This is an optimization exercise on Yosys and OpenROAD, whose aim is a short achievable clock period and few clock cycles, not a production implementation. The RTL was checked by simulation tests, not by an equivalence proof against the original design.

==> job 1543: inputs <==
==> flow/design.v <==
module dcache_ctrl #(
  parameter int unsigned INDEX_BITS = 6,
  parameter int unsigned DATA_W     = 32
) (
  input  logic              clk,
  input  logic              rst,
  input  logic [31:0]       core_addr,
  input  logic              core_re,
  input  logic              core_we,
  input  logic [DATA_W-1:0] core_wdata,
  output logic [DATA_W-1:0] core_rdata,
  output logic              DC_stall,
  output logic              mem_req,
  output logic              mem_we,
  output logic [31:0]       mem_addr,
  output logic [DATA_W-1:0] mem_wdata,
  input  logic [DATA_W-1:0] mem_rdata,
  input  logic              mem_ready
);
  localparam int unsigned LINES = 1 << INDEX_BITS;
  localparam int unsigned TAG_W = 30 - INDEX_BITS;
  logic [LINES-1:0]  valid;
  logic [LINES-1:0]  dirty;
  logic [TAG_W-1:0]  tag_mem  [LINES];
  logic [DATA_W-1:0] data_mem [LINES];
  logic [INDEX_BITS-1:0] idx;
  logic [TAG_W-1:0]      addr_tag;
  logic                  access;
  logic                  unused_addr_lsb;
  assign idx             = core_addr[INDEX_BITS+1:2];
  assign addr_tag        = core_addr[31:INDEX_BITS+2];
  assign access          = core_re | core_we;
  assign unused_addr_lsb = ^core_addr[1:0];
  logic [LINES-1:0] sel;      
  logic [LINES-1:0] tag_eq;   
  logic             hit;
  logic             line_dirty;
  logic [DATA_W-1:0] line_data;
  logic [TAG_W-1:0]  line_tag;
  always_comb begin
    for (int i = 0; i < LINES; i++) begin
      sel[i]      = (idx == INDEX_BITS'(i));
      tag_eq[i] = valid[i] & (tag_mem[i] == addr_tag);
    end
    hit        = tag_eq[idx];
    line_dirty = valid[idx] & dirty[idx];
    line_data  = data_mem[idx];
    line_tag   = tag_mem[idx];
  end
  logic busy;       
  logic hit_done;   
  logic rd_req;     
  logic fill;       
  logic wb_done;    
  logic lookup;     
  assign rd_req  = mem_req & ~mem_we;
  assign fill    = ~rst & rd_req & mem_ready;
  assign wb_done = ~rst & mem_req & mem_we & mem_ready;
  assign lookup  = ~rst & access & ~busy;
  logic rd_out, rd_wait;
  always_comb begin
    DC_stall   = ~hit_done & (rd_wait | ~mem_ready);
    core_rdata = rd_out ? mem_rdata : mem_wdata;
  end
  always_ff @(posedge clk) begin
    if (rst) begin
      rd_out  <= 1'b0;
      rd_wait <= 1'b1;
    end else if (lookup) begin
      rd_out  <= ~hit & ~line_dirty;
      rd_wait <= hit | line_dirty;
    end else if (hit_done | fill) begin
      rd_out  <= 1'b0;
      rd_wait <= 1'b1;
    end else if (wb_done) begin
      rd_out  <= 1'b1;
      rd_wait <= 1'b0;
    end
  end
  always_ff @(posedge clk) begin
    if (rst) begin
      busy     <= 1'b0;
      hit_done <= 1'b0;
      mem_req  <= 1'b0;
      mem_we   <= 1'b0;
    end else if (lookup) begin
      busy     <= 1'b1;
      hit_done <= hit;
      mem_req  <= ~hit;
      mem_we   <= ~hit & line_dirty;
    end else if (hit_done | fill) begin
      busy     <= 1'b0;
      hit_done <= 1'b0;
      mem_req  <= 1'b0;
      mem_we   <= 1'b0;
    end else if (wb_done) begin
      mem_we   <= 1'b0;
    end
  end
  logic [TAG_W-1:0]      tag_q, atag_q;
  logic [INDEX_BITS-1:0] idx_q;
  logic                  wb_tag;
  assign mem_addr = {(wb_tag ? tag_q : atag_q), idx_q, 2'b00};
  always_ff @(posedge clk) begin
    if (lookup) begin
      tag_q     <= line_tag;
      atag_q    <= addr_tag;
      idx_q     <= idx;
      mem_wdata <= line_data;
    end
  end
  always_ff @(posedge clk) begin
    if (rst)
      wb_tag <= 1'b0;
    else if (lookup)
      wb_tag <= line_dirty;
    else if (wb_done)
      wb_tag <= 1'b0;
  end
  logic             store_hit;
  logic [DATA_W-1:0] wr_data;
  assign store_hit = ~rst & hit_done & core_we;
  assign wr_data   = core_we ? core_wdata : mem_rdata;
  logic [LINES-1:0] sel_q;
  always_ff @(posedge clk) begin
    if (lookup)
      sel_q <= sel;
  end
  always_ff @(posedge clk) begin
    for (int i = 0; i < LINES; i++) begin
      if (sel_q[i] & (store_hit | fill)) begin
        data_mem[i] <= wr_data;
        tag_mem[i]  <= addr_tag;
      end
    end
  end
  always_ff @(posedge clk) begin
    if (rst) begin
      valid <= '0;
      dirty <= '0;
    end else begin
      for (int i = 0; i < LINES; i++) begin
        if (sel_q[i] & (store_hit | fill)) begin
          valid[i] <= 1'b1;
          dirty[i] <= core_we;
        end
      end
    end
  end
endmodule
==> flow/flow/run.sh <==
#!/bin/bash
# Standard ORFS layout with two changes: the port buffers are buf_8 instead of
# the buffer_ports default (a weak delay buffer on sky130hd), and timing repair
# may resize a cell to any footprint (sky130hd's config restricts it to the
# same footprint, which keeps weak cells on long wires).
set -euo pipefail
cfg="${FLOW_CONFIG:-config.mk}"
echo 'export BUFFER_PORTS_ARGS = -buffer_cell sky130_fd_sc_hd__buf_8' >> "$cfg"
bash standard.sh MATCH_CELL_FOOTPRINT=0 finish > standard.log 2>&1
==> flow/standard.sh <==
#!/bin/bash
# synth_recipe.tcl (not shown) runs the flow's synth.tcl, then flattens the netlist and writes it again
# the make line also repeats each setting of config.mk as NAME=value (left out here)
make -C /OpenROAD-flow-scripts/flow DESIGN_CONFIG=/design/flow/config.mk WORK_HOME=/design/flow/orfs CLKGATE_MAP_FILE= SYNTH_SCRIPT=/design/flow/synth_recipe.tcl "${@:-finish}"
==> flow/config.mk <==
export PLATFORM = sky130hd
export DESIGN_NAME = dcache_ctrl
export DESIGN_NICKNAME = dcache_ctrl
export VERILOG_FILES = /design/flow/design.v
export SDC_FILE = /design/flow/constraint.sdc
export NUM_CORES = 4
export LEC_CHECK = 0
export ABC_AREA = 1
export CAP_MARGIN = 30
export CORE_MARGIN = 2
export CORE_UTILIZATION = 30
export SETUP_SLACK_MARGIN = 5.0
export SLEW_MARGIN = 30
export TNS_END_PERCENT = 5
export BUFFER_PORTS_ARGS = -buffer_cell sky130_fd_sc_hd__buf_8
==> flow/constraint.sdc <==
create_clock -name core_clock -period 8.0 [get_ports {clk}]
set_input_delay 1.6000 -clock core_clock [delete_from_list [all_inputs] [get_ports {clk}]]
set_output_delay 1.6000 -clock core_clock [all_outputs]
set_load 0.01 [all_outputs]
==> job 2464 (differences from job 1543) <==
--- a/flow/design.v
+++ b/flow/design.v
@@ -121,14 +121,9 @@
   logic [DATA_W-1:0] wr_data;
   assign store_hit = ~rst & hit_done & core_we;
   assign wr_data   = core_we ? core_wdata : mem_rdata;
-  logic [LINES-1:0] sel_q;
-  always_ff @(posedge clk) begin
-    if (lookup)
-      sel_q <= sel;
-  end
   always_ff @(posedge clk) begin
     for (int i = 0; i < LINES; i++) begin
-      if (sel_q[i] & (store_hit | fill)) begin
+      if (sel[i] & (store_hit | fill)) begin
         data_mem[i] <= wr_data;
         tag_mem[i]  <= addr_tag;
       end
@@ -140,7 +135,7 @@
       dirty <= '0;
     end else begin
       for (int i = 0; i < LINES; i++) begin
-        if (sel_q[i] & (store_hit | fill)) begin
+        if (sel[i] & (store_hit | fill)) begin
           valid[i] <= 1'b1;
           dirty[i] <= core_we;
         end
- ABC_AREA: 1 -> unset
- ABC_CLOCK_PERIOD_IN_PS: unset -> 1500
- SLEW_MARGIN: 30 -> 20
==> flow_summary.ini <==
[critical_path]
reg2reg_slack_ns = 4.65

[hold_path]
min_to = valid[26]

[global_routing]
grt_util_met1_pct = 34.2

[power]
p_int_mw = 34.6

[synthesis]
seq_area_frac_synth_pct = 70.0
muxShareOfSynthArea_pct = 0.384

[layout]
multi_input_gates = 9097

[status]
run_status = no timing/DRC/antenna violations

[routing]
via_count = 133000
-- figures above: job 1543

==> flow_summary.ini <==
[status]
run_status = complete, but fails checks
so.violations = slew limit

[global_routing]
grt_util_met1_pct = 43.9

[power]
p_int_mw = 33.4
p_leak_nw = 64.8
sw_frac_of_total_pct = 25.2

[layout]
multi_input_gates = 5217
nNetsFinal = 11200

[timing]
slew_viol_final = 20

[synthesis]
seq_area_frac_synth_pct = 73.0
-- figures above: job 2464

Testbench counts of job 1543, summed over its fixed seeds: cycles 80,091.
Testbench counts of job 2464, summed over its fixed seeds: cycles 80,091.

[separate check: timing with driven ports]
In the flow no input, the clock included, has a driving cell. The finished layouts below were timed again as built, in two steps. Step 1 (the two cells are an assumption about what drives the block):
set clk [get_ports {clk}]
set_driving_cell -lib_cell sky130_fd_sc_hd__clkbuf_16 $clk
set_driving_cell -lib_cell sky130_fd_sc_hd__buf_2 [delete_from_list [all_inputs] $clk]
Step 2 also shifts input and output timing later by t, the mid clock arrival at the registers, as if the neighbouring blocks saw the same clock. Slacks: ideal / step 1 / step 2; pairs: ideal / step 1.
| run | t (ns) | slack for setup (ns) | worst setup path after step 2 | worst data-port slew with drivers (ns) | pins driven straight from the clock port |
|---|---|---|---|---|---|
| job 1543 | 1.147 | 4.046 / 3.918 / 2.859 | input to register | 0.82 | 1 |
| job 2464 | 1.204 | 3.637 / 3.445 / 2.241 | input to register | 0.55 | 1 |
The setup slack of job 2464, which loses most, moves by -0.192 ns with the drivers and by -1.396 ns with both steps.
